This design comes from an exercise in tuning for small area and a short achievable clock period on the open sky130 flow, not from production work.
No run shown here included a check of the RTL's function; only the layout flow was run.
Power and IR drop assume default switching activity.

==> flow/design.v, too long to show whole: its modules and the start of the top module <==
// module execute_stage: 114 lines
// module ks_add16_co: 210 lines
// module ks_add16: 206 lines
// module ks_sub16_co: 210 lines
// module ks_sub16: 206 lines
// module ex_mem_register: 37 lines
// module memory_stage: 82 lines
// module gate_aoi222: 6 lines
// module gate_nand4: 6 lines
// module gate_nand3: 6 lines
// module gate_nor2: 6 lines
// module gate_nor3: 6 lines
// module gate_aoi221: 6 lines
// module gate_inv: 6 lines
// module gate_nand2: 6 lines
// module gate_xor2: 6 lines
// module gate_xnor2: 6 lines
// module gate_a21oi: 6 lines
// module gate_o21ai: 6 lines
// module gate_gn_sub: 6 lines
// module gate_g0n_cin_sub: 6 lines
// module gate_ao21: 6 lines
// module exec_mem_top: 85 lines
module exec_mem_top (
    input  logic                i_clock,
    input  logic                i_reset,
    input  cpu_pkg::inst_addr_t i_pc,
    input  logic [3:0]          i_alu_op,
    input  cpu_pkg::data_t      i_operand_a,
    input  cpu_pkg::data_t      i_operand_b,
    input  cpu_pkg::data_t      i_store_data,
    input  logic                i_mem_wr_enable,
    input  cpu_pkg::reg_addr_t  i_reg_wr_addr,
    input  logic                i_reg_wr_enable,
    input  logic [1:0]          i_wb_sel,
    input  logic                i_flush,
    output cpu_pkg::data_t      o_wb_data,
    output cpu_pkg::reg_addr_t  o_wb_reg_addr,
    output logic                o_wb_reg_wr_enable
);
  // ...
==> flow/flow/run.sh <==
#!/bin/bash
set -euo pipefail
export BUFFER_PORTS_ARGS="-buffer_cell sky130_fd_sc_hd__buf_2"
bash standard.sh > standard.log 2>&1
==> flow/standard.sh <==
#!/bin/bash
# synth_recipe.tcl (not shown) runs the flow's synth.tcl, then flattens the netlist and writes it again
# the make line also repeats each setting of config.mk as NAME=value (left out here)
make -C /OpenROAD-flow-scripts/flow DESIGN_CONFIG=/design/flow/config.mk WORK_HOME=/design/flow/orfs CLKGATE_MAP_FILE= SYNTH_SCRIPT=/design/flow/synth_recipe.tcl "${@:-finish}"
==> flow/config.mk <==
export PLATFORM = sky130hd
export DESIGN_NAME = exec_mem_top
export DESIGN_NICKNAME = exec_mem_top
export VERILOG_FILES = /design/flow/design.v
export SDC_FILE = /design/flow/constraint.sdc
export NUM_CORES = 4
export LEC_CHECK = 0
export CAP_MARGIN = 20
export CORE_MARGIN = 2
export CORE_UTILIZATION = 40
export CTS_CLUSTER_DIAMETER = 80
export CTS_CLUSTER_SIZE = 26
export HOLD_SLACK_MARGIN = 0
export PLACE_DENSITY = 0.75
export SETUP_SLACK_MARGIN = 2.0
export SLEW_MARGIN = 20
export SYNTH_HIERARCHICAL = 1
==> flow/constraint.sdc <==
create_clock -name core_clock -period 4.5 [get_ports {i_clock}]
set_input_delay 0.9000 -clock core_clock [delete_from_list [all_inputs] [get_ports {i_clock}]]
set_output_delay 0.9000 -clock core_clock [all_outputs]
set_load 0.01 [all_outputs]
==> impl_metrics.json, run 1 <==
{
  "status": "no timing/DRC/antenna violations",
  "worstPathRequired_ns": 5.19,
  "slowest_stage": "mux4_2",
  "avgViaCountPerCell": 6.50,
  "ys.warnings.count": 9,
  "inv_count": 139,
  "ys.flop_type": "edfxtp_1",
  "num_vias": 52900,
  "crit_fanout": 8,
  "worst_slack_ns": 1.74,
  "core_sq_um": 210000,
  "synth_edf_count": 2048,
  "htreeDepth": 3,
  "maxCapViolCount": 0,
  "top_register": "u_memory_stage.dmem",
  "multi_input_area_share_pct": 20.8,
  "root_buffer": "clkbuf_16",
  "gr-total-overflow": 0,
  "path_class": "in2reg",
  "synth-xor-area-share_pct": 1.52,
  "synth_cell_types": 82,
  "slew_headroom_pct": 17.4,
  "ys_seq_area_share_pct": 76.9,
  "fmax_ghz": 0.363,
  "reg2reg_to": "u_memory_stage.o_wb_data[27]",
  "wl_met2_um": 118000,
  "combPwrFrac_pct": 12.7,
  "route.detailed.drc": 0,
  "yosysTopAreaCellShare_pct": 72.7,
  "design.seq.count": 2225,
  "fin_util_pct": 46.0
}
==> module execute_stage, before the edit <==
module execute_stage #(
    parameter int unsigned SPLIT = 16        
) (
    input  logic [3:0]          i_alu_op,       
    input  cpu_pkg::data_t      i_operand_a,    
    input  cpu_pkg::data_t      i_operand_b,    
    input  cpu_pkg::inst_addr_t i_pc,
    input  logic [1:0]          i_wb_sel,
    output cpu_pkg::data_t      o_result,       
    output logic                o_carry,        
    output logic                o_lt_from_sum,  
    output logic [cpu_pkg::DMEM_DEPTH-1:0] o_word_select    
);
    logic [2:0]     op;                      
    logic           is_add;
    logic           is_sub;
    logic           is_slt;
    logic           link;
    logic [15:0]    add_lo;
    logic [15:0]    sub_lo;
    logic           add_carry;
    logic           sub_carry;
    logic [15:0]    add_hi;
    logic [15:0]    sub_hi;
    logic [SPLIT:0] pc_lo;
    logic           signs_differ;
    logic           pick_add;                
    logic           pick_sub;                
    cpu_pkg::data_t shift_left;
    cpu_pkg::data_t shift_right;
    cpu_pkg::data_t other;                   
    cpu_pkg::data_t alu;                     
    logic [5:0]     index;                   
    logic [5:0]     index_n;
    logic [7:0]     low_n;                   
    logic [7:0]     high_n;                  
    assign op       = i_alu_op[3] ? 3'd0 : i_alu_op[2:0];
    assign is_add   = (op == 3'd0);
    assign is_sub   = (op == 3'd1);
    assign is_slt   = (op == 3'd7);
    assign link     = (i_wb_sel == cpu_pkg::WB_PC_PLUS4);
    ks_add16_co u_add_lo (.i_a (i_operand_a[15:0]),  .i_b (i_operand_b[15:0]),  .o_sum (add_lo), .o_cout (add_carry));
    ks_add16    u_add_hi (.i_a (i_operand_a[31:16]), .i_b (i_operand_b[31:16]), .o_sum (add_hi));
    ks_sub16_co u_sub_lo (.i_a (i_operand_a[15:0]),  .i_b (i_operand_b[15:0]),  .o_sum (sub_lo), .o_cout (sub_carry));
    ks_sub16    u_sub_hi (.i_a (i_operand_a[31:16]), .i_b (i_operand_b[31:16]), .o_sum (sub_hi));
    assign pc_lo = {1'b0, i_pc[SPLIT-1:0]} + cpu_pkg::PC_STEP;
    assign signs_differ = i_operand_a[31] ^ i_operand_b[31];
    assign shift_left  = i_operand_a << i_operand_b[4:0];
    assign shift_right = i_operand_a >> i_operand_b[4:0];
    assign pick_add = is_add;
    assign pick_sub = is_sub | (is_slt & ~signs_differ);
    always_comb begin
        case (op)
            3'd2:    other = i_operand_a & i_operand_b;
            3'd3:    other = i_operand_a | i_operand_b;
            3'd4:    other = i_operand_a ^ i_operand_b;
            3'd5:    other = shift_left;
            3'd6:    other = shift_right;
            3'd7:    other = {31'd0, signs_differ & i_operand_a[31]};
            default: other = '0;
        endcase
    end
    assign alu = ({32{pick_add}} & {add_hi, add_lo})
               | ({32{pick_sub}} & {sub_hi, sub_lo})
               | other;
    for (genvar j = 0; j < 6; j++) begin : g_index
        logic bit_and;
        logic bit_or;
        logic bit_xor;
        logic logic_n;                       
        logic left_n;                        
        logic right_n;                       
        logic other_bit;
        assign bit_and = i_operand_a[j+2] & i_operand_b[j+2];
        assign bit_or  = i_operand_a[j+2] | i_operand_b[j+2];
        assign bit_xor = i_operand_a[j+2] ^ i_operand_b[j+2];
        gate_aoi222 u_logic (
            .a1 (op == 3'd2), .a2 (bit_and),
            .b1 (op == 3'd3), .b2 (bit_or),
            .c1 (op == 3'd4), .c2 (bit_xor),
            .y  (logic_n)
        );
        gate_nand2 u_left (.a (op == 3'd5), .b (shift_left[j+2]), .y (left_n));
        gate_nand2 u_right (.a (op == 3'd6), .b (shift_right[j+2]), .y (right_n));
        gate_nand3 u_other (.a (logic_n), .b (left_n), .c (right_n), .y (other_bit));
        gate_aoi221 u_index (
            .a1 (is_add), .a2 (add_lo[j+2]),
            .b1 (is_sub), .b2 (sub_lo[j+2]),
            .c1 (other_bit),
            .y  (index_n[j])
        );
        gate_inv u_index_p (.a (index_n[j]), .y (index[j]));
    end
    for (genvar k = 0; k < 8; k++) begin : g_decode
        gate_nand3 u_low (
            .a (k[0] ? index[0] : index_n[0]),
            .b (k[1] ? index[1] : index_n[1]),
            .c (k[2] ? index[2] : index_n[2]),
            .y (low_n[k])
        );
        gate_nand3 u_high (
            .a (k[0] ? index[3] : index_n[3]),
            .b (k[1] ? index[4] : index_n[4]),
            .c (k[2] ? index[5] : index_n[5]),
            .y (high_n[k])
        );
    end
    for (genvar i = 0; i < cpu_pkg::DMEM_DEPTH; i++) begin : g_select
        gate_nor2 u_word (.a (low_n[i % 8]), .b (high_n[i / 8]), .y (o_word_select[i]));
    end
    assign o_result      = link ? {i_pc[31:SPLIT], pc_lo[SPLIT-1:0]} : alu;
    assign o_carry       = link ? pc_lo[SPLIT] : ((pick_add & add_carry) | (pick_sub & sub_carry));
    assign o_lt_from_sum = !link && is_slt && !signs_differ;
endmodule
==> module ex_mem_register, before the edit <==
module ex_mem_register (
    input  logic                i_clock,
    input  logic                i_reset,
    input  logic                i_flush,             
    input  cpu_pkg::data_t      i_result,
    input  logic                i_carry,
    input  logic                i_lt_from_sum,
    input  logic [cpu_pkg::DMEM_DEPTH-1:0] i_word_select,
    input  cpu_pkg::data_t      i_store_data,
    input  logic                i_mem_wr_enable,
    input  cpu_pkg::reg_addr_t  i_reg_wr_addr,
    input  logic                i_reg_wr_enable,
    input  logic [1:0]          i_wb_sel,
    output cpu_pkg::data_t      o_result,
    output logic                o_carry,
    output logic                o_lt_from_sum,
    output logic [cpu_pkg::DMEM_DEPTH-1:0] o_word_select,
    output cpu_pkg::data_t      o_store_data,
    output logic                o_mem_wr_enable,
    output cpu_pkg::reg_addr_t  o_reg_wr_addr,
    output logic                o_reg_wr_enable,
    output logic                o_load,
    output logic                o_killed
);
    always_ff @(posedge i_clock) begin
        o_result        <= i_result;
        o_carry         <= i_carry;
        o_lt_from_sum   <= i_lt_from_sum;
        o_word_select   <= i_word_select;
        o_store_data    <= i_store_data;
        o_reg_wr_addr   <= i_reg_wr_addr;
        o_load          <= (i_wb_sel == cpu_pkg::WB_LOAD);
        o_reg_wr_enable <= i_reg_wr_enable & ~i_flush;
        o_mem_wr_enable <= i_mem_wr_enable & ~i_flush & ~i_reset;
        o_killed        <= i_reset;
    end
endmodule
==> module memory_stage, before the edit <==
module memory_stage #(
    parameter int unsigned SPLIT = 16
) (
    input  logic                i_clock,
    input  logic                i_reset,
    input  logic                i_killed,             
    input  cpu_pkg::data_t      i_result,
    input  logic                i_carry,
    input  logic                i_lt_from_sum,
    input  logic [cpu_pkg::DMEM_DEPTH-1:0] i_word_select,    
    input  cpu_pkg::data_t      i_store_data,
    input  logic                i_mem_wr_enable,
    input  cpu_pkg::reg_addr_t  i_reg_wr_addr,
    input  logic                i_reg_wr_enable,
    input  logic                i_load,
    output cpu_pkg::data_t      o_wb_data,
    output cpu_pkg::reg_addr_t  o_wb_reg_addr,
    output logic                o_wb_reg_wr_enable
);
    localparam int unsigned HI = cpu_pkg::DATA_WIDTH - SPLIT;
    logic [cpu_pkg::DMEM_DEPTH-1:0][cpu_pkg::DATA_WIDTH-1:0] dmem;
    cpu_pkg::data_t                 load_data;
    logic [HI-1:0]                  result_hi;
    cpu_pkg::data_t                 result;
    logic                           clear;
    logic                           load_pick;
    cpu_pkg::data_t                 result_pick;
    cpu_pkg::data_t                 wb_data_next;
    assign result_hi = i_result[31:SPLIT] + {{(HI-1){1'b0}}, i_carry};
    assign result    = i_lt_from_sum ? {31'd0, result_hi[HI-1]}
                                     : {result_hi, i_result[SPLIT-1:0]};
    for (genvar b = 0; b < cpu_pkg::DATA_WIDTH; b++) begin : g_read
        logic [21:0] level1;                 
        logic [5:0]  level2;                 
        logic [1:0]  level3;                 
        for (genvar g = 0; g < 21; g++) begin : g_l1
            gate_aoi222 u_aoi (
                .a1 (i_word_select[3*g]),   .a2 (dmem[3*g][b]),
                .b1 (i_word_select[3*g+1]), .b2 (dmem[3*g+1][b]),
                .c1 (i_word_select[3*g+2]), .c2 (dmem[3*g+2][b]),
                .y  (level1[g])
            );
        end
        gate_nand2 u_l1 (.a (i_word_select[63]), .b (dmem[63][b]), .y (level1[21]));
        for (genvar g = 0; g < 5; g++) begin : g_l2
            gate_nand4 u_nand (
                .a (level1[4*g]), .b (level1[4*g+1]), .c (level1[4*g+2]), .d (level1[4*g+3]),
                .y (level2[g])
            );
        end
        gate_nand2 u_l2 (.a (level1[20]), .b (level1[21]), .y (level2[5]));
        gate_nor3 u_l3a (.a (level2[0]), .b (level2[1]), .c (level2[2]), .y (level3[0]));
        gate_nor3 u_l3b (.a (level2[3]), .b (level2[4]), .c (level2[5]), .y (level3[1]));
        gate_nand2 u_l4 (.a (level3[0]), .b (level3[1]), .y (load_data[b]));
    end
    always_ff @(posedge i_clock) begin
        for (int i = 0; i < cpu_pkg::DMEM_DEPTH; i++) begin
            if (i_mem_wr_enable && i_word_select[i]) begin
                dmem[i] <= i_store_data;
            end
        end
    end
    assign clear = i_reset | i_killed;
    assign load_pick   = i_load & ~clear;
    assign result_pick = result & {cpu_pkg::DATA_WIDTH{~i_load & ~clear}};
    for (genvar b = 0; b < cpu_pkg::DATA_WIDTH; b++) begin : g_wb
        gate_ao21 u_pick (
            .a1 (load_data[b]), .a2 (load_pick), .b1 (result_pick[b]),
            .y  (wb_data_next[b])
        );
    end
    always_ff @(posedge i_clock) begin
        o_wb_data <= wb_data_next;
        if (clear) begin
            o_wb_reg_addr      <= '0;
            o_wb_reg_wr_enable <= 1'b0;
        end else begin
            o_wb_reg_addr      <= i_reg_wr_addr;
            o_wb_reg_wr_enable <= i_reg_wr_enable;
        end
    end
endmodule
==> module exec_mem_top, before the edit <==
module exec_mem_top (
    input  logic                i_clock,
    input  logic                i_reset,
    input  cpu_pkg::inst_addr_t i_pc,
    input  logic [3:0]          i_alu_op,
    input  cpu_pkg::data_t      i_operand_a,
    input  cpu_pkg::data_t      i_operand_b,
    input  cpu_pkg::data_t      i_store_data,
    input  logic                i_mem_wr_enable,
    input  cpu_pkg::reg_addr_t  i_reg_wr_addr,
    input  logic                i_reg_wr_enable,
    input  logic [1:0]          i_wb_sel,
    input  logic                i_flush,
    output cpu_pkg::data_t      o_wb_data,
    output cpu_pkg::reg_addr_t  o_wb_reg_addr,
    output logic                o_wb_reg_wr_enable
);
    localparam int unsigned SPLIT = 16;
    cpu_pkg::data_t      ex_result;
    logic                ex_carry;
    logic                ex_lt_from_sum;
    logic [cpu_pkg::DMEM_DEPTH-1:0] ex_word_select;
    cpu_pkg::data_t      mem_result;
    logic                mem_carry;
    logic                mem_lt_from_sum;
    logic [cpu_pkg::DMEM_DEPTH-1:0] mem_word_select;
    cpu_pkg::data_t      mem_store_data;
    logic                mem_mem_wr_enable;
    cpu_pkg::reg_addr_t  mem_reg_wr_addr;
    logic                mem_reg_wr_enable;
    logic                mem_load;
    logic                mem_killed;
    execute_stage #(.SPLIT(SPLIT)) u_execute_stage (
        .i_alu_op      (i_alu_op),
        .i_operand_a   (i_operand_a),
        .i_operand_b   (i_operand_b),
        .i_pc          (i_pc),
        .i_wb_sel      (i_wb_sel),
        .o_result      (ex_result),
        .o_carry       (ex_carry),
        .o_lt_from_sum (ex_lt_from_sum),
        .o_word_select (ex_word_select)
    );
    ex_mem_register u_ex_mem_register (
        .i_clock         (i_clock),
        .i_reset         (i_reset),
        .i_flush         (i_flush),
        .i_result        (ex_result),
        .i_carry         (ex_carry),
        .i_lt_from_sum   (ex_lt_from_sum),
        .i_word_select   (ex_word_select),
        .i_store_data    (i_store_data),
        .i_mem_wr_enable (i_mem_wr_enable),
        .i_reg_wr_addr   (i_reg_wr_addr),
        .i_reg_wr_enable (i_reg_wr_enable),
        .i_wb_sel        (i_wb_sel),
        .o_result        (mem_result),
        .o_carry         (mem_carry),
        .o_lt_from_sum   (mem_lt_from_sum),
        .o_word_select   (mem_word_select),
        .o_store_data    (mem_store_data),
        .o_mem_wr_enable (mem_mem_wr_enable),
        .o_reg_wr_addr   (mem_reg_wr_addr),
        .o_reg_wr_enable (mem_reg_wr_enable),
        .o_load          (mem_load),
        .o_killed        (mem_killed)
    );
    memory_stage #(.SPLIT(SPLIT)) u_memory_stage (
        .i_clock            (i_clock),
        .i_reset            (i_reset),
        .i_killed           (mem_killed),
        .i_result           (mem_result),
        .i_carry            (mem_carry),
        .i_lt_from_sum      (mem_lt_from_sum),
        .i_word_select      (mem_word_select),
        .i_store_data       (mem_store_data),
        .i_mem_wr_enable    (mem_mem_wr_enable),
        .i_reg_wr_addr      (mem_reg_wr_addr),
        .i_reg_wr_enable    (mem_reg_wr_enable),
        .i_load             (mem_load),
        .o_wb_data          (o_wb_data),
        .o_wb_reg_addr      (o_wb_reg_addr),
        .o_wb_reg_wr_enable (o_wb_reg_wr_enable)
    );
endmodule
==> inputs of run 2 (changes only) <==
--- a/flow/design.v
+++ b/flow/design.v
@@ -37,16 +37,19 @@
     input  cpu_pkg::data_t      i_operand_b,    
     input  cpu_pkg::inst_addr_t i_pc,
     input  logic [1:0]          i_wb_sel,
+    input  logic                i_store,        
     output cpu_pkg::data_t      o_result,       
     output logic                o_carry,        
     output logic                o_lt_from_sum,  
-    output logic [cpu_pkg::DMEM_DEPTH-1:0] o_word_select    
+    output logic [cpu_pkg::DMEM_DEPTH-1:0] o_word_select,   
+    output logic [cpu_pkg::DMEM_DEPTH-1:0] o_word_write     
 );
     logic [2:0]     op;                      
     logic           is_add;
     logic           is_sub;
     logic           is_slt;
     logic           link;
+    logic           no_store;
     logic [15:0]    add_lo;
     logic [15:0]    sub_lo;
     logic           add_carry;
@@ -70,6 +73,7 @@
     assign is_sub   = (op == 3'd1);
     assign is_slt   = (op == 3'd7);
     assign link     = (i_wb_sel == cpu_pkg::WB_PC_PLUS4);
+    assign no_store = ~i_store;
     ks_add16_co u_add_lo (.i_a (i_operand_a[15:0]),  .i_b (i_operand_b[15:0]),  .o_sum (add_lo), .o_cout (add_carry));
     ks_add16    u_add_hi (.i_a (i_operand_a[31:16]), .i_b (i_operand_b[31:16]), .o_sum (add_hi));
     ks_sub16_co u_sub_lo (.i_a (i_operand_a[15:0]),  .i_b (i_operand_b[15:0]),  .o_sum (sub_lo), .o_cout (sub_carry));
@@ -138,6 +142,7 @@
     end
     for (genvar i = 0; i < cpu_pkg::DMEM_DEPTH; i++) begin : g_select
         gate_nor2 u_word (.a (low_n[i % 8]), .b (high_n[i / 8]), .y (o_word_select[i]));
+        gate_nor3 u_write (.a (low_n[i % 8]), .b (high_n[i / 8]), .c (no_store), .y (o_word_write[i]));
     end
     assign o_result      = link ? {i_pc[31:SPLIT], pc_lo[SPLIT-1:0]} : alu;
     assign o_carry       = link ? pc_lo[SPLIT] : ((pick_add & add_carry) | (pick_sub & sub_carry));
@@ -986,8 +991,8 @@
     input  logic                i_carry,
     input  logic                i_lt_from_sum,
     input  logic [cpu_pkg::DMEM_DEPTH-1:0] i_word_select,
+    input  logic [cpu_pkg::DMEM_DEPTH-1:0] i_word_write,
     input  cpu_pkg::data_t      i_store_data,
-    input  logic                i_mem_wr_enable,
     input  cpu_pkg::reg_addr_t  i_reg_wr_addr,
     input  logic                i_reg_wr_enable,
     input  logic [1:0]          i_wb_sel,
@@ -995,8 +1000,8 @@
     output logic                o_carry,
     output logic                o_lt_from_sum,
     output logic [cpu_pkg::DMEM_DEPTH-1:0] o_word_select,
+    output logic [cpu_pkg::DMEM_DEPTH-1:0] o_word_write,
     output cpu_pkg::data_t      o_store_data,
-    output logic                o_mem_wr_enable,
     output cpu_pkg::reg_addr_t  o_reg_wr_addr,
     output logic                o_reg_wr_enable,
     output logic                o_load,
@@ -1007,11 +1012,11 @@
         o_carry         <= i_carry;
         o_lt_from_sum   <= i_lt_from_sum;
         o_word_select   <= i_word_select;
+        o_word_write    <= i_word_write;
         o_store_data    <= i_store_data;
         o_reg_wr_addr   <= i_reg_wr_addr;
         o_load          <= (i_wb_sel == cpu_pkg::WB_LOAD);
         o_reg_wr_enable <= i_reg_wr_enable & ~i_flush;
-        o_mem_wr_enable <= i_mem_wr_enable & ~i_flush & ~i_reset;
         o_killed        <= i_reset;
     end
 endmodule
@@ -1029,7 +1034,7 @@
     input  logic                i_lt_from_sum,
     input  logic [cpu_pkg::DMEM_DEPTH-1:0] i_word_select,    
     input  cpu_pkg::data_t      i_store_data,
-    input  logic                i_mem_wr_enable,
+    input  logic [cpu_pkg::DMEM_DEPTH-1:0] i_word_write,     
     input  cpu_pkg::reg_addr_t  i_reg_wr_addr,
     input  logic                i_reg_wr_enable,
     input  logic                i_load,
@@ -1075,7 +1080,7 @@
     end
     always_ff @(posedge i_clock) begin
         for (int i = 0; i < cpu_pkg::DMEM_DEPTH; i++) begin
-            if (i_mem_wr_enable && i_word_select[i]) begin
+            if (i_word_write[i]) begin
                 dmem[i] <= i_store_data;
             end
         end
@@ -1216,12 +1221,13 @@
     logic                ex_carry;
     logic                ex_lt_from_sum;
     logic [cpu_pkg::DMEM_DEPTH-1:0] ex_word_select;
+    logic [cpu_pkg::DMEM_DEPTH-1:0] ex_word_write;
     cpu_pkg::data_t      mem_result;
     logic                mem_carry;
     logic                mem_lt_from_sum;
     logic [cpu_pkg::DMEM_DEPTH-1:0] mem_word_select;
+    logic [cpu_pkg::DMEM_DEPTH-1:0] mem_word_write;
     cpu_pkg::data_t      mem_store_data;
-    logic                mem_mem_wr_enable;
     cpu_pkg::reg_addr_t  mem_reg_wr_addr;
     logic                mem_reg_wr_enable;
     logic                mem_load;
@@ -1232,10 +1238,12 @@
         .i_operand_b   (i_operand_b),
         .i_pc          (i_pc),
         .i_wb_sel      (i_wb_sel),
+        .i_store       (i_mem_wr_enable & ~i_flush & ~i_reset),
         .o_result      (ex_result),
         .o_carry       (ex_carry),
         .o_lt_from_sum (ex_lt_from_sum),
-        .o_word_select (ex_word_select)
+        .o_word_select (ex_word_select),
+        .o_word_write  (ex_word_write)
     );
     ex_mem_register u_ex_mem_register (
         .i_clock         (i_clock),
@@ -1245,8 +1253,8 @@
         .i_carry         (ex_carry),
         .i_lt_from_sum   (ex_lt_from_sum),
         .i_word_select   (ex_word_select),
+        .i_word_write    (ex_word_write),
         .i_store_data    (i_store_data),
-        .i_mem_wr_enable (i_mem_wr_enable),
         .i_reg_wr_addr   (i_reg_wr_addr),
         .i_reg_wr_enable (i_reg_wr_enable),
         .i_wb_sel        (i_wb_sel),
@@ -1254,8 +1262,8 @@
         .o_carry         (mem_carry),
         .o_lt_from_sum   (mem_lt_from_sum),
         .o_word_select   (mem_word_select),
+        .o_word_write    (mem_word_write),
         .o_store_data    (mem_store_data),
-        .o_mem_wr_enable (mem_mem_wr_enable),
         .o_reg_wr_addr   (mem_reg_wr_addr),
         .o_reg_wr_enable (mem_reg_wr_enable),
         .o_load          (mem_load),
@@ -1270,7 +1278,7 @@
         .i_lt_from_sum      (mem_lt_from_sum),
         .i_word_select      (mem_word_select),
         .i_store_data       (mem_store_data),
-        .i_mem_wr_enable    (mem_mem_wr_enable),
+        .i_word_write       (mem_word_write),
         .i_reg_wr_addr      (mem_reg_wr_addr),
         .i_reg_wr_enable    (mem_reg_wr_enable),
         .i_load             (mem_load),
--- a/flow/config.mk
+++ b/flow/config.mk
@@ -11,7 +11,6 @@
 export CTS_CLUSTER_DIAMETER = 80
 export CTS_CLUSTER_SIZE = 26
 export HOLD_SLACK_MARGIN = 0
-export PLACE_DENSITY = 0.75
 export SETUP_SLACK_MARGIN = 2.0
 export SLEW_MARGIN = 20
 export SYNTH_HIERARCHICAL = 1
==> run 2 against run 1 <==
Net effect: register-to-register slack got worse by 0.02 ns; hold slack worse by 0.050 ns; still clean; core utilization is 0.52 points higher.
==> impl_metrics.json, run 2 <==
{
  "crit_top_cell": "nand2_1",
  "timing.final.crit_share_pct": 62.2,
  "syn_inst": 4829,
  "path_buf_inv": 4,
  "yosysTopAreaCellShare_pct": 71.4,
  "tns_ns": 0,
  "ys.warnings.count": 9,
  "die_area_sq_um": 219000,
  "root_buffer": "clkbuf_16",
  "drt_iter0_drc": 9750,
  "worstReg2RegStart": "u_ex_mem_register.o_word_select[27]",
  "cp_slowest_stage_delay_ns": 0.53,
  "core_sq_um": 214000,
  "gr-total-overflow": 0,
  "r2r_slack_ns": 1.74,
  "final_common_cell": "edfxtp_1",
  "ys_top_cells_by_area": "edfxtp_1, a222oi_1, dfxtp_1",
  "critPathLaunch": "i_operand_a[18]",
  "fmax_ghz": 0.357,
  "hold_buffers": 0,
  "fp-row-count": 170,
  "route.detailed.drc": 0,
  "synth_commonest_cells": "edfxtp_1, a222oi_1, dfxtp_1, nand2_1, nor2_1",
  "die_y_um": 468,
  "synthToLayoutAreaGrowth_pct": 15.8,
  "rr_worst_depth": 7,
  "slew_violations": 0,
  "crit_fanout": 12,
  "gp_congestion": 0.968,
  "synth_edf_count": 2048,
  "port_buffers": 181,
  "syn_nets": 5043,
  "irDropWorstVdd_uv": 372,
  "tightest_slew_ns": 1.17,
  "synth_cell_types": 82,
  "worstPathRequired_ns": 5.16,
  "htreeDepth": 3,
  "wl_um": 285000,
  "layout_common_cells": "edfxtp_1, a222oi_1, buf_4, nand2_1",
  "path_class": "in2reg",
  "ys_seq_area_share_pct": 77.0,
  "worst_slack_ns": 1.70,
  "io_pins": 182,
  "avgViaCountPerCell": 6.41,
  "hold_viol_final": 0,
  "hold_start": "i_store_data[11]",
  "post-dp-hpwl_um": 164000,
  "grt_max_degree": 65,
  "rsz0062_at_grt": "true",
  "slew_headroom_pct": 21.8,
  "cts.sinks": 2288,
  "worstSkewPairLatency_ns": 0.84,
  "wl_per_cell_um": 34.3,
  "cp_top_family": "multiplexers",
  "top_register": "u_memory_stage.dmem",
  "track_usage_pct": 25.1,
  "post-place-ws_ns": 0.232,
  "cts.clk_slew.worst_paths_ns": 0.10,
  "period_needed_ns": 2.80,
  "finalSetupViolations": 0,
  "largest_reg_flops": 2048,
  "drive_gt1_share_pct": 22.4,
  "min_path_cells": 1,
  "worstPathCellList": "buf_8 -> mux4_2 -> mux2_4 -> a222oi_1 -> nand2_1 -> nand2_1 -> nand3_2 -> a221oi_4 -> buf_6 -> inv_8 -> nand3_4 -> buf_12 -> nor3_2",
  "yosysTopAreaCell": "edfxtp_1",
  "num_vias": 53300,
  "reg_top3": "u_memory_stage.dmem (2048), u_ex_mem_register.o_word_select (64), u_ex_mem_register.o_word_write (64)",
  "skew_ns": 0.0914,
  "ys_seq_elements": 2288,
  "cp-end-kind": "register",
  "synth.avg_cell_area_sq_um": 17.8,
  "first_global_vias": 49500,
  "ys.flop_type": "edfxtp_1",
  "leakage_nw": 32.1,
  "cts_tree": "built",
  "dpl-instance-area_sq_um": 92500,
  "fin_util_pct": 46.5,
  "yosysMostFrequentCell": "edfxtp_1",
  "maxCapViolCount": 0,
  "dp_cells": 7968,
  "p_per_area_nw_per_um2": 415,
  "clockBufferDepth": 3,
  "status": "no timing/DRC/antenna violations",
  "fin_cells": 8318,
  "antenna_found_initial": 19,
  "crit_cells": 13,
  "die_width_um": 468,
  "min_path_type": "in2reg",
  "initial_core_util_pct": 40.2,
  "netlist_area_sq_um": 86100,
  "min_to": "u_ex_mem_register.o_store_data[11]",
  "cp-start-kind": "input port",
  "firstDrtPassIters": 9,
  "crit_arrival_ns": 3.46,
  "reg2reg_to": "u_memory_stage.o_wb_data[19]",
  "cts_buffers": 113,
  "fin_hold_ws_ns": 0.163,
  "design_area_sq_um": 99700,
  "slowest_stage": "mux4_2",
  "ys_async_sr_fraction_pct": 0,
  "ant_nets": 0,
  "fin_nets": 5598,
  "power_mw": 41.4,
  "grt_pass1_wl_um": 389000
}
## run 2: cell families after synthesis
kind of cell             Yosys count  synth area share [%]
flip-flops                      2288                  77.0
AO/OA/AOI/OAI                   1098                  11.4
AND/OR/NAND/NOR                  910                  6.05
buffers and inverters            208                  1.02
XOR/XNOR                         147                  1.49
multiplexers                     108                  2.03
adder cells (fa/ha/maj)           70                  1.02
## run 2: layout make-up
| cell class | count | area (sq um) |
|---|---|---|
| Inverter | 136 | 561 |
| Timing Repair Buffer | 503 | 4720 |
| Antenna cell | 11 | 27.5 |
| Tap cell | 2838 | 3550 |
| Clock inverter | 45 | 807 |
| Clock buffer | 155 | 3010 |
| Multi-Input combinational cell | 2342 | 20600 |
| Fill cell | 18200 | 115000 |
| Sequential cell | 2288 | 66500 |
## run 2: timing repair
item,CTS,global route
endpoints found under the hold margin,0,0
setup buffers,86,27
cloned,20,4
gates resized for setup,310,100
pin swaps,227,98
setup endpoints to repair,187,174
## run 2: worst max path at each step
stage | endpoint | slack [ns]
6_report | u_ex_mem_register.o_word_write[10] | 1.70
5_1_grt | u_ex_mem_register.o_word_write[63] | 1.62
4_1_cts | u_ex_mem_register.o_word_write[63] | 1.81
3_5_place_dp | u_ex_mem_register.o_word_write[15] | 0.23
3_3_place_gp | u_ex_mem_register.o_word_write[61] | 0.27
2_1_floorplan | u_ex_mem_register.o_word_write[13] | 0.97
## run 2: power breakdown
| group | internal, mW | leakage (nW) | switching, mW |
|---|---|---|---|
| Combinational | 1.72 | 9.78 | 3.80 |
| Clock | 5.26 | 1.84 | 7.06 |
| Sequential | 23.3 | 20.4 | 0.219 |
## run 2: per-layer routing
layer | wire [um] | global-route usage, % | share of wire (%) | vias up
li1 | - | - | - | 21900
met1 | 113000 | 35.2 | 40 | 27900
met2 | 132000 | 40.0 | 46 | 3095
met3 | 28400 | 3.80 | 10 | 376
met4 | 11200 | 8.60 | 3.9 | 16
met5 | 104 | 0 | 0.036 | -
## run 2: Yosys stat by module (local to each module, per instance), excerpt
module	flip-flops and latches	copies in the design	cell area, sq um	cells
ex_mem_register	202	1	4070	204
gate_aoi221	0	6	15.0	1
gate_g0n_cin_sub	0	1	13.8	1
gate_aoi222	0	678	10.0	1
gate_a21oi	0	44	8.76	1
gate_nand4	0	160	6.26	1
gate_nand3	0	22	5.00	1
gate_nor2	0	108	3.75	1
## run 2: worst reg2reg max path: cells and delay by family, from the launching register on
family                 cells  cell delay, ns
AO/OA/AOI/OAI              2            0.62
buffers and inverters      2            0.31
flip-flops                 1            0.41
AND/OR/NAND/NOR            3            1.29
==> inputs of run 3 (changes only) <==
--- a/flow/design.v
+++ b/flow/design.v
@@ -37,19 +37,16 @@
     input  cpu_pkg::data_t      i_operand_b,    
     input  cpu_pkg::inst_addr_t i_pc,
     input  logic [1:0]          i_wb_sel,
-    input  logic                i_store,        
     output cpu_pkg::data_t      o_result,       
     output logic                o_carry,        
     output logic                o_lt_from_sum,  
-    output logic [cpu_pkg::DMEM_DEPTH-1:0] o_word_select,   
-    output logic [cpu_pkg::DMEM_DEPTH-1:0] o_word_write     
+    output logic [cpu_pkg::DMEM_DEPTH-1:0] o_word_select    
 );
     logic [2:0]     op;                      
     logic           is_add;
     logic           is_sub;
     logic           is_slt;
     logic           link;
-    logic           no_store;
     logic [15:0]    add_lo;
     logic [15:0]    sub_lo;
     logic           add_carry;
@@ -73,7 +70,6 @@
     assign is_sub   = (op == 3'd1);
     assign is_slt   = (op == 3'd7);
     assign link     = (i_wb_sel == cpu_pkg::WB_PC_PLUS4);
-    assign no_store = ~i_store;
     ks_add16_co u_add_lo (.i_a (i_operand_a[15:0]),  .i_b (i_operand_b[15:0]),  .o_sum (add_lo), .o_cout (add_carry));
     ks_add16    u_add_hi (.i_a (i_operand_a[31:16]), .i_b (i_operand_b[31:16]), .o_sum (add_hi));
     ks_sub16_co u_sub_lo (.i_a (i_operand_a[15:0]),  .i_b (i_operand_b[15:0]),  .o_sum (sub_lo), .o_cout (sub_carry));
@@ -142,7 +138,6 @@
     end
     for (genvar i = 0; i < cpu_pkg::DMEM_DEPTH; i++) begin : g_select
         gate_nor2 u_word (.a (low_n[i % 8]), .b (high_n[i / 8]), .y (o_word_select[i]));
-        gate_nor3 u_write (.a (low_n[i % 8]), .b (high_n[i / 8]), .c (no_store), .y (o_word_write[i]));
     end
     assign o_result      = link ? {i_pc[31:SPLIT], pc_lo[SPLIT-1:0]} : alu;
     assign o_carry       = link ? pc_lo[SPLIT] : ((pick_add & add_carry) | (pick_sub & sub_carry));
@@ -991,8 +986,8 @@
     input  logic                i_carry,
     input  logic                i_lt_from_sum,
     input  logic [cpu_pkg::DMEM_DEPTH-1:0] i_word_select,
-    input  logic [cpu_pkg::DMEM_DEPTH-1:0] i_word_write,
     input  cpu_pkg::data_t      i_store_data,
+    input  logic                i_mem_wr_enable,
     input  cpu_pkg::reg_addr_t  i_reg_wr_addr,
     input  logic                i_reg_wr_enable,
     input  logic [1:0]          i_wb_sel,
@@ -1000,8 +995,8 @@
     output logic                o_carry,
     output logic                o_lt_from_sum,
     output logic [cpu_pkg::DMEM_DEPTH-1:0] o_word_select,
-    output logic [cpu_pkg::DMEM_DEPTH-1:0] o_word_write,
     output cpu_pkg::data_t      o_store_data,
+    output logic                o_mem_wr_enable,
     output cpu_pkg::reg_addr_t  o_reg_wr_addr,
     output logic                o_reg_wr_enable,
     output logic                o_load,
@@ -1012,11 +1007,11 @@
         o_carry         <= i_carry;
         o_lt_from_sum   <= i_lt_from_sum;
         o_word_select   <= i_word_select;
-        o_word_write    <= i_word_write;
         o_store_data    <= i_store_data;
         o_reg_wr_addr   <= i_reg_wr_addr;
         o_load          <= (i_wb_sel == cpu_pkg::WB_LOAD);
         o_reg_wr_enable <= i_reg_wr_enable & ~i_flush;
+        o_mem_wr_enable <= i_mem_wr_enable & ~i_flush & ~i_reset;
         o_killed        <= i_reset;
     end
 endmodule
@@ -1034,7 +1029,7 @@
     input  logic                i_lt_from_sum,
     input  logic [cpu_pkg::DMEM_DEPTH-1:0] i_word_select,    
     input  cpu_pkg::data_t      i_store_data,
-    input  logic [cpu_pkg::DMEM_DEPTH-1:0] i_word_write,     
+    input  logic                i_mem_wr_enable,
     input  cpu_pkg::reg_addr_t  i_reg_wr_addr,
     input  logic                i_reg_wr_enable,
     input  logic                i_load,
@@ -1050,7 +1045,11 @@
     logic                           clear;
     logic                           load_pick;
     cpu_pkg::data_t                 result_pick;
-    cpu_pkg::data_t                 wb_data_next;
+    cpu_pkg::data_t                 load_half_a;      
+    cpu_pkg::data_t                 load_half_b;
+    cpu_pkg::data_t                 wb_load_a;        
+    cpu_pkg::data_t                 wb_load_b;
+    cpu_pkg::data_t                 wb_result_n;
     assign result_hi = i_result[31:SPLIT] + {{(HI-1){1'b0}}, i_carry};
     assign result    = i_lt_from_sum ? {31'd0, result_hi[HI-1]}
                                      : {result_hi, i_result[SPLIT-1:0]};
@@ -1074,13 +1073,14 @@
             );
         end
         gate_nand2 u_l2 (.a (level1[20]), .b (level1[21]), .y (level2[5]));
-        gate_nor3 u_l3a (.a (level2[0]), .b (level2[1]), .c (level2[2]), .y (level3[0]));
-        gate_nor3 u_l3b (.a (level2[3]), .b (level2[4]), .c (level2[5]), .y (level3[1]));
-        gate_nand2 u_l4 (.a (level3[0]), .b (level3[1]), .y (load_data[b]));
+        gate_o31ai u_l3a (.a (level2[0]), .b (level2[1]), .c (level2[2]), .d (load_pick), .y (level3[0]));
+        gate_o31ai u_l3b (.a (level2[3]), .b (level2[4]), .c (level2[5]), .d (load_pick), .y (level3[1]));
+        assign load_half_a[b] = level3[0];
+        assign load_half_b[b] = level3[1];
     end
     always_ff @(posedge i_clock) begin
         for (int i = 0; i < cpu_pkg::DMEM_DEPTH; i++) begin
-            if (i_word_write[i]) begin
+            if (i_mem_wr_enable && i_word_select[i]) begin
                 dmem[i] <= i_store_data;
             end
         end
@@ -1088,14 +1088,10 @@
     assign clear = i_reset | i_killed;
     assign load_pick   = i_load & ~clear;
     assign result_pick = result & {cpu_pkg::DATA_WIDTH{~i_load & ~clear}};
-    for (genvar b = 0; b < cpu_pkg::DATA_WIDTH; b++) begin : g_wb
-        gate_ao21 u_pick (
-            .a1 (load_data[b]), .a2 (load_pick), .b1 (result_pick[b]),
-            .y  (wb_data_next[b])
-        );
-    end
     always_ff @(posedge i_clock) begin
-        o_wb_data <= wb_data_next;
+        wb_load_a   <= load_half_a;
+        wb_load_b   <= load_half_b;
+        wb_result_n <= ~result_pick;
         if (clear) begin
             o_wb_reg_addr      <= '0;
             o_wb_reg_wr_enable <= 1'b0;
@@ -1104,6 +1100,9 @@
             o_wb_reg_wr_enable <= i_reg_wr_enable;
         end
     end
+    for (genvar b = 0; b < cpu_pkg::DATA_WIDTH; b++) begin : g_wb
+        gate_nand3 u_wb (.a (wb_load_a[b]), .b (wb_load_b[b]), .c (wb_result_n[b]), .y (o_wb_data[b]));
+    end
 endmodule
 `default_nettype wire
 module gate_aoi222 (
@@ -1112,6 +1111,12 @@
 );
     assign y = ~((a1 & a2) | (b1 & b2) | (c1 & c2));
 endmodule
+module gate_o31ai (
+    input  logic a, b, c, d,
+    output logic y
+);
+    assign y = ~((a | b | c) & d);
+endmodule
 module gate_nand4 (
     input  logic a, b, c, d,
     output logic y
@@ -1190,12 +1195,6 @@
 );
     assign y = ~a & b;
 endmodule
-module gate_ao21 (
-    input  logic a1, a2, b1,
-    output logic y
-);
-    assign y = (a1 & a2) | b1;
-endmodule
 `default_nettype wire
 `timescale 1ns/100ps
 `default_nettype none
@@ -1221,13 +1220,12 @@
     logic                ex_carry;
     logic                ex_lt_from_sum;
     logic [cpu_pkg::DMEM_DEPTH-1:0] ex_word_select;
-    logic [cpu_pkg::DMEM_DEPTH-1:0] ex_word_write;
     cpu_pkg::data_t      mem_result;
     logic                mem_carry;
     logic                mem_lt_from_sum;
     logic [cpu_pkg::DMEM_DEPTH-1:0] mem_word_select;
-    logic [cpu_pkg::DMEM_DEPTH-1:0] mem_word_write;
     cpu_pkg::data_t      mem_store_data;
+    logic                mem_mem_wr_enable;
     cpu_pkg::reg_addr_t  mem_reg_wr_addr;
     logic                mem_reg_wr_enable;
     logic                mem_load;
@@ -1238,12 +1236,10 @@
         .i_operand_b   (i_operand_b),
         .i_pc          (i_pc),
         .i_wb_sel      (i_wb_sel),
-        .i_store       (i_mem_wr_enable & ~i_flush & ~i_reset),
         .o_result      (ex_result),
         .o_carry       (ex_carry),
         .o_lt_from_sum (ex_lt_from_sum),
-        .o_word_select (ex_word_select),
-        .o_word_write  (ex_word_write)
+        .o_word_select (ex_word_select)
     );
     ex_mem_register u_ex_mem_register (
         .i_clock         (i_clock),
@@ -1253,8 +1249,8 @@
         .i_carry         (ex_carry),
         .i_lt_from_sum   (ex_lt_from_sum),
         .i_word_select   (ex_word_select),
-        .i_word_write    (ex_word_write),
         .i_store_data    (i_store_data),
+        .i_mem_wr_enable (i_mem_wr_enable),
         .i_reg_wr_addr   (i_reg_wr_addr),
         .i_reg_wr_enable (i_reg_wr_enable),
         .i_wb_sel        (i_wb_sel),
@@ -1262,8 +1258,8 @@
         .o_carry         (mem_carry),
         .o_lt_from_sum   (mem_lt_from_sum),
         .o_word_select   (mem_word_select),
-        .o_word_write    (mem_word_write),
         .o_store_data    (mem_store_data),
+        .o_mem_wr_enable (mem_mem_wr_enable),
         .o_reg_wr_addr   (mem_reg_wr_addr),
         .o_reg_wr_enable (mem_reg_wr_enable),
         .o_load          (mem_load),
@@ -1278,7 +1274,7 @@
         .i_lt_from_sum      (mem_lt_from_sum),
         .i_word_select      (mem_word_select),
         .i_store_data       (mem_store_data),
-        .i_word_write       (mem_word_write),
+        .i_mem_wr_enable    (mem_mem_wr_enable),
         .i_reg_wr_addr      (mem_reg_wr_addr),
         .i_reg_wr_enable    (mem_reg_wr_enable),
         .i_load             (mem_load),
==> run 3 against run 2 <==
Net effect: total power fell by 5.0%; still clean; core utilization down 1.0 points; worst setup slack gained 0.098 ns; first-iteration DRC count decreased by 5.1%; design area is 2.4% lower; routed wire length decreased by 5.1%; flip-flop and latch count is 1 higher; die area decreased by 0.40%; via count fell by 2.7%; combinational power is about 30% lower; critical path type unchanged; highest routed layer unchanged; critical path depth down 1; hold slack gained 0.033 ns.
==> impl_metrics.json, run 3 <==
{
  "status": "no timing/DRC/antenna violations",
  "ys_async_sr_fraction_pct": 0,
  "min_path_cells": 1,
  "hold_viol_final": 0,
  "fin_nets": 5452,
  "synth.avg_cell_area_sq_um": 17.9,
  "top_register": "u_memory_stage.dmem",
  "crit_arrival_ns": 3.39,
  "yosysMostFrequentCell": "edfxtp_1",
  "route.detailed.drc": 0,
  "synth_edf_count": 2048,
  "synthToLayoutAreaGrowth_pct": 13.4,
  "fp-row-count": 170,
  "maxCapViolCount": 0,
  "avgViaCountPerCell": 6.35,
  "ys_seq_area_share_pct": 77.3,
  "die_y_um": 467,
  "yosysTopAreaCellShare_pct": 71.7,
  "hold_buffers": 0,
  "ys.warnings.count": 9,
  "fin_cells": 8171,
  "syn_inst": 4783,
  "ant_nets": 0,
  "use_met1_pct": 34.0,
  "synth_cell_types": 82,
  "netlist_area_sq_um": 85800,
  "crit_fanout": 8,
  "fmax_ghz": 0.370,
  "path_class": "in2reg",
  "dp_cells": 7903,
  "slew_headroom_pct": 24.4,
  "leakage_nw": 31.0,
  "cts_buffers": 110,
  "htreeDepth": 3,
  "wl_um": 270000,
  "worstSkewPairLatency_ns": 0.80,
  "dpl-instance-area_sq_um": 91800,
  "yosysTopAreaCell": "edfxtp_1",
  "final_common_cell": "edfxtp_1",
  "firstDrtPassIters": 9,
  "syn_nets": 4997,
  "synth_commonest_cells": "edfxtp_1, a222oi_1, dfxtp_1, nand2_1, nand4_1",
  "first_global_vias": 48300,
  "cp-start-kind": "input port",
  "ys_top_cells_by_area": "edfxtp_1, a222oi_1, dfxtp_1",
  "p_per_area_nw_per_um2": 404,
  "cts_tree": "built",
  "ys_seq_elements": 2289,
  "initial_core_util_pct": 40.1,
  "port_buffers": 181,
  "finalSetupViolations": 0,
  "timing.final.crit_share_pct": 60.1,
  "cts.sinks": 2289,
  "skew_ns": 0.0437,
  "tightest_slew_ns": 1.13,
  "slew_violations": 0,
  "die_width_um": 467,
  "antenna_found_initial": 19,
  "min_path_type": "in2reg",
  "cts.clk_slew.worst_paths_ns": 0.10,
  "gr-total-overflow": 0,
  "largest_reg_flops": 2048,
  "tns_ns": 0,
  "rr_worst_depth": 4,
  "die_area_sq_um": 218000,
  "io_pins": 182,
  "top_usage_layer": "met2",
  "ys.flop_type": "edfxtp_1",
  "reg_top3": "u_memory_stage.dmem (2048), u_ex_mem_register.o_word_select (64)",
  "grt_pass1_wl_um": 375000,
  "rsz0062_at_grt": "true",
  "grt_max_degree": 65,
  "fin_hold_ws_ns": 0.197,
  "post-dp-hpwl_um": 166000,
  "root_buffer": "clkbuf_16",
  "track_usage_pct": 24.0,
  "layout_common_cells": "edfxtp_1, a222oi_1, nand2_1, buf_4, nand4_1",
  "worstPathRequired_ns": 5.19,
  "irDropWorstVdd_uv": 343,
  "use_met2_pct": 39.1,
  "drt_iter0_drc": 9252,
  "post-place-ws_ns": 0.223,
  "clockBufferDepth": 3,
  "worst_slack_ns": 1.80,
  "drive_gt1_share_pct": 20.5,
  "period_needed_ns": 2.70,
  "fillers": 18400,
  "gr-usage-met3_pct": 2.82,
  "wl_per_cell_um": 33.1,
  "num_vias": 51800,
  "cp-end-kind": "register",
  "gp_congestion": 0.906,
  "design_area_sq_um": 97300,
  "core_sq_um": 214000
}
==> run 3: cell types whose count changed in the layout (fill, tap and decap cells not counted), moves of 28 or more <==
| cell | change |
|---|---|
| nor3_2 | -98 |
| o31ai_2 | +57 |
| and2_2 | +50 |
| buf_12 | -45 |
| nand2_1 | +38 |
| nor3_4 | -32 |
| a21o_1 | -29 |
| dfxtp_1 | +28 |
==> run 3: logic make-up (layout without fill, tap and decap cells) <==
| family | after synthesis | after routing | synth area share [%] |
|---|---|---|---|
| muxes | 107 | 107 | 2.21 |
| AOI/OAI and AO/OA | 1091 | 1091 | 11.8 |
| and+or+nand+nor | 861 | 861 | 5.07 |
| DFF | 2289 | 2289 | 77.3 |
| xor gates and xnor gates | 147 | 147 | 1.50 |
| other | 0 | 9 | 0 |
| adders and majority gates | 70 | 70 | 1.02 |
| buffers and inverters | 218 | 759 | 1.07 |
==> run 3: per-stage QoR <==
step / util, % / total power, mW
6_report: 45.5 / 39.3
2_1_floorplan: - / 25.8
4_1_cts: 45.3 / 39.3
3_3_place_gp: 42.9 / 27.6
5_1_grt: 45.5 / 40.3
3_5_place_dp: 42.9 / 27.6
==> run 3: power breakdown <==
part / total, mW / internal (mW) / switching (mW)
clock: 11.8 / 4.92 / 6.84
combinational: 3.85 / 1.25 / 2.60
sequential: 23.7 / 23.4 / 0.347
==> run 3: what timing repair did <==
| action | in CTS | in global routing |
|---|---|---|
| setup buffers | 38 | 18 |
| gates resized for setup | 254 | 62 |
| gates cloned | 5 | 0 |
| endpoints found under the setup margin | 1168 | 118 |
| pin swaps | 60 | 36 |
==> run 3: worst paths after layout <==
kind                                  startpoint                                  end  slack [ns]
max reg2reg  u_ex_mem_register.o_word_select[26]         u_memory_stage.wb_load_a[15]        1.96
max                               i_operand_b[0]  u_ex_mem_register.o_word_select[29]        1.80
min                             i_store_data[13]   u_ex_mem_register.o_store_data[13]        0.20
min reg2reg        u_ex_mem_register.o_result[3]        u_memory_stage.wb_result_n[3]        0.38
==> run 3: final cells by class <==
class	instances	area, sq um	area share [%]
Sequential cell	2289	66400	68.3
Multi-Input combinational cell	2276	20000	20.6
Tap cell	2838	3550	3.65
Timing Repair Buffer	421	3200	3.28
Clock buffer	167	3010	3.09
Inverter	139	568	0.584
Clock inverter	31	522	0.536
Antenna cell	9	22.5	0.0231
Timing Repair inverter	1	8.76	0.00900
==> run 3: critical path, stage by stage <==
cell	delay, ns
buf_16	0.12
mux4_2	0.57
mux2_4	0.32
o2bb2ai_4	0.12
or2_4	0.23
nand2_2	0.06
nand3_2	0.09
a221oi_4	0.31
buf_6	0.18
clkinvlp_4	0.19
nand3_4	0.20
nor2_1	0.06
==> run 3: metal layers <==
metal / share of wire, % / wire length [um]
met4: 3.2 / 8640
met2: 48 / 128000
met1: 40 / 108000
met5: 0.036 / 97
met3: 9.1 / 24700
==> run 3: per-module statistics from Yosys, one instance, submodules excluded, excerpt <==
module	copies in the design	flops+latches
gate_inv	55	0
gate_o31ai	64	0
gate_gn_sub	30	0
gate_g0n_cin_sub	1	0
gate_nand4	160	0
gate_aoi222	678	0
gate_aoi221	6	0
gate_xnor2	64	0
gate_xor2	60	0
==> inputs of run 4 (changes only) <==
--- a/flow/config.mk
+++ b/flow/config.mk
@@ -14,3 +14,4 @@
 export SETUP_SLACK_MARGIN = 2.0
 export SLEW_MARGIN = 20
 export SYNTH_HIERARCHICAL = 1
+export TNS_END_PERCENT = 10
==> run 4 against run 3 <==
Net effect: core utilization is 0.089 points lower; combinational power barely moved; non-clock buffer count rose by 7; via count rose by 0.54%; synthesized cell count unchanged; first-iteration DRC count grew 7.7%; design area shrank 0.20%; critical path depth decreased by 3.
==> impl_metrics.json, run 4 <==
{
  "crit_arrival_ns": 3.35,
  "reg2reg_to": "u_memory_stage.wb_load_a[29]",
  "cp_top_family": "compound AO/OA/AOI/OAI gates",
  "skew_ns": 0.0646,
  "r2r_slack_ns": 1.80,
  "core_sq_um": 214000,
  "slew_headroom_pct": 20.2,
  "netlist_area_sq_um": 85800,
  "leakage_nw": 30.9,
  "synth_cell_types": 82,
  "ys.warnings.count": 9,
  "syn_nets": 4997,
  "cp_slowest_stage_delay_ns": 0.47,
  "grt_max_degree": 65,
  "die_area_sq_um": 218000,
  "irDropWorstVdd_uv": 324,
  "synth_commonest_cells": "edfxtp_1, a222oi_1, dfxtp_1, nand2_1, nand4_1",
  "multi_input_area_sq_um": 19500,
  "worstPathCellList": "buf_2 -> inv_1 -> ha_1 -> nand2b_1 -> a2111oi_4 -> buf_4 -> nand2_1 -> nor4b_1 -> a31oi_1",
  "reg_top3": "u_memory_stage.dmem (2048), u_ex_mem_register.o_word_select (64)",
  "min_path_type": "in2reg",
  "tightest_slew_ns": 1.19,
  "hold_viol_final": 0,
  "regArea_sq_um": 66400,
  "fin_nets": 5461,
  "layout_common_cells": "edfxtp_1, a222oi_1, nand2_1, buf_4, dfxtp_1",
  "drt_iter0_drc": 9966,
  "grt_pass1_wl_um": 373000,
  "ys_top_cells_by_area": "edfxtp_1, a222oi_1, dfxtp_1",
  "cts.sinks": 2289,
  "worst_slack_ns": 1.79,
  "root_buffer": "clkbuf_16",
  "critPathLaunch": "i_operand_a[31]",
  "synth_top_family_by_area": "compound AO/OA/AOI/OAI gates",
  "ys_seq_area_share_pct": 77.3,
  "yosysTopAreaCell": "edfxtp_1",
  "cp-start-kind": "input port",
  "largest_reg_flops": 2048,
  "slew_violations": 0,
  "hold_start": "i_store_data[27]",
  "finalSetupViolations": 0,
  "die_width_um": 467,
  "cts.clk_slew.worst_paths_ns": 0.09,
  "hold_buffers": 0,
  "worstSkewPairLatency_ns": 0.81,
  "cts_buffers": 113,
  "post-dp-hpwl_um": 163000,
  "firstDrtPassIters": 9,
  "cts_tree": "built",
  "endpoint": "u_ex_mem_register.o_result[0]",
  "maxCapViolCount": 0,
  "synthToLayoutAreaGrowth_pct": 13.2,
  "period_needed_ns": 2.71,
  "fillers": 18400,
  "synthAdderAreaFrac_pct": 1.02,
  "synth-xor-area-share_pct": 1.50,
  "path_class": "in2reg",
  "ys_seq_elements": 2289,
  "io_pins": 182,
  "route.detailed.drc": 0,
  "cp-end-kind": "register",
  "syn_inst": 4783,
  "wl_per_cell_um": 32.9,
  "worstPathRequired_ns": 5.14,
  "fp-row-count": 170,
  "drive_gt1_share_pct": 19.5,
  "rsz0062_at_grt": "true",
  "top_register": "u_memory_stage.dmem",
  "crit_cells": 9,
  "crit_fanout": 17,
  "post-place-ws_ns": 0.300,
  "initial_core_util_pct": 40.1,
  "clockBufferDepth": 3,
  "ant_nets": 0,
  "htreeDepth": 3,
  "track_usage_pct": 23.9,
  "rr_worst_depth": 4,
  "port_buffers": 181,
  "ys.flop_type": "edfxtp_1",
  "fin_hold_ws_ns": 0.181,
  "synth_compound_area_share_pct": 11.8,
  "slowest_stage": "a31oi_1",
  "dpl-instance-area_sq_um": 91500,
  "design_area_sq_um": 97100,
  "fmax_ghz": 0.368,
  "final_common_cell": "edfxtp_1",
  "worstReg2RegStart": "u_ex_mem_register.o_word_select[20]",
  "yosysMostFrequentCell": "edfxtp_1",
  "yosys.area_share.simple_pct": 5.07,
  "tns_ns": 0,
  "gp_congestion": 0.934,
  "yosys-mux-area-fraction_pct": 2.21,
  "synth_edf_count": 2048,
  "num_vias": 52100,
  "timing.final.crit_share_pct": 60.3,
  "p_per_area_nw_per_um2": 407,
  "first_global_vias": 48400,
  "synth.avg_cell_area_sq_um": 17.9,
  "ys_async_sr_fraction_pct": 0,
  "avgViaCountPerCell": 6.36,
  "yosysTopAreaCellShare_pct": 71.7,
  "antenna_found_initial": 13,
  "die_y_um": 467,
  "path_buf_inv": 3,
  "wl_um": 270000,
  "gr-total-overflow": 0,
  "fin_util_pct": 45.4,
  "status": "no timing/DRC/antenna violations"
}
==> run 4: cell counts after synthesis <==
No cell type changed its count.
==> run 4: final cells by class <==
class,instances,area share [%]
Antenna cell,15,0.0386
Multi-Input combinational cell,2276,20.1
Clock buffer,171,3.18
Tap cell,2838,3.66
Timing Repair Buffer,428,3.45
Inverter,139,0.573
Clock inverter,38,0.652
Sequential cell,2289,68.4
==> run 4: per-stage QoR <==
step	std cells	power (mW)
after global routing	8181	40.6
final	8194	39.6
after global placement	7903	27.5
after CTS	8168	39.6
after floorplan	4783	25.7
after detailed placement	7903	27.5
==> run 4: cells by family after synthesis <==
| logic type | after synthesis |
|---|---|
| DFF | 2289 |
| adders and majority gates | 70 |
| and+or+nand+nor | 861 |
| xor gates and xnor gates | 147 |
| buffers and inverters | 218 |
| AOI/OAI and AO/OA | 1091 |
| muxes | 107 |
==> run 4: worst min path at each step <==
stage                                              end  slack (ns)  depth (start not counted)
global placement         u_memory_stage.wb_result_n[6]        0.37                          1
global route        u_ex_mem_register.o_store_data[27]        0.14                          1
finish              u_ex_mem_register.o_store_data[27]        0.18                          1
floorplan               u_memory_stage.wb_result_n[10]        0.34                          1
CTS                 u_ex_mem_register.o_store_data[14]        0.13                          1
detailed placement       u_memory_stage.wb_result_n[5]        0.37                          1
==> run 4: repair_timing <==
action                                  4_1_cts  5_1_grt
pin swaps                                    37       22
cloned                                        4        1
setup buffers                                52        8
endpoints found under the setup margin     2140      367
gates resized for setup                     242       42
==> run 4: report_power, final <==
part | switching, mW | leakage (nW) | internal (mW)
clock network | 6.96 | 1.76 | 5.11
registers | 0.307 | 20.4 | 23.4
logic | 2.60 | 8.75 | 1.23
total | 9.87 | 30.9 | 29.7
==> run 4: per-layer routing <==
| layer | vias to the layer above | part of all wire [%] | GRT usage (%) |
|---|---|---|---|
| met5 | - | 0.021 | 0 |
| met1 | 27100 | 40 | 33.9 |
| met4 | 8 | 4.1 | 8.57 |
| met2 | 3046 | 46 | 37.3 |
| met3 | 411 | 9.8 | 3.65 |
| li1 | 21600 | - | - |
==> run 4: Yosys stat by module, one instance, submodules excluded, a selection <==
module	cells inside	cell area [sq um]	flops+latches
gate_nand3	1	5.00	0
gate_inv	1	3.75	0
gate_gn_sub	1	6.26	0
ks_sub16_co	1	7.51	0
gate_nand2	1	3.75	0
gate_o21ai	1	5.00	0
gate_nor2	1	3.75	0
gate_aoi221	1	15.0	0
gate_o31ai	1	12.5	0
gate_xnor2	1	8.76	0
gate_g0n_cin_sub	1	13.8	0

==> static timing again, ports no longer ideal <==
How much do the figures lean on ideal ports? The routed layouts below were timed once more, with nothing changed but the port constraints. Step 1: set_driving_cell puts a clkbuf_16 on i_clock and a buf_2 on each other input, an assumption about the parent block. Step 2 adds t to the input delays and takes it off the output delays; t is the mean of the earliest and latest rising clock arrival at the registers after step 1. Input paths then give back, and output paths get back, about the clock's delay inside the block. a / b / c = ideal ports / drivers / drivers and shift; a / b = the first two.
run | shift t [ns] | slack for setup (ns) | slew at the worst register clock pin (ns)
run 1 | 0.847 | 1.745 / 1.651 / 0.803 | 0.11 / 0.11
run 2 | 0.893 | 1.700 / 1.456 / 0.563 | 0.11 / 0.11
run 3 | 0.853 | 1.798 / 1.653 / 0.801 | 0.11 / 0.11
run 4 | 0.847 | 1.786 / 1.611 / 0.764 | 0.11 / 0.11
After both steps setup and hold are still met in every run listed. For run 2, which loses most, drivers alone change the setup slack by -0.244 ns; drivers and shift together by -1.137 ns.
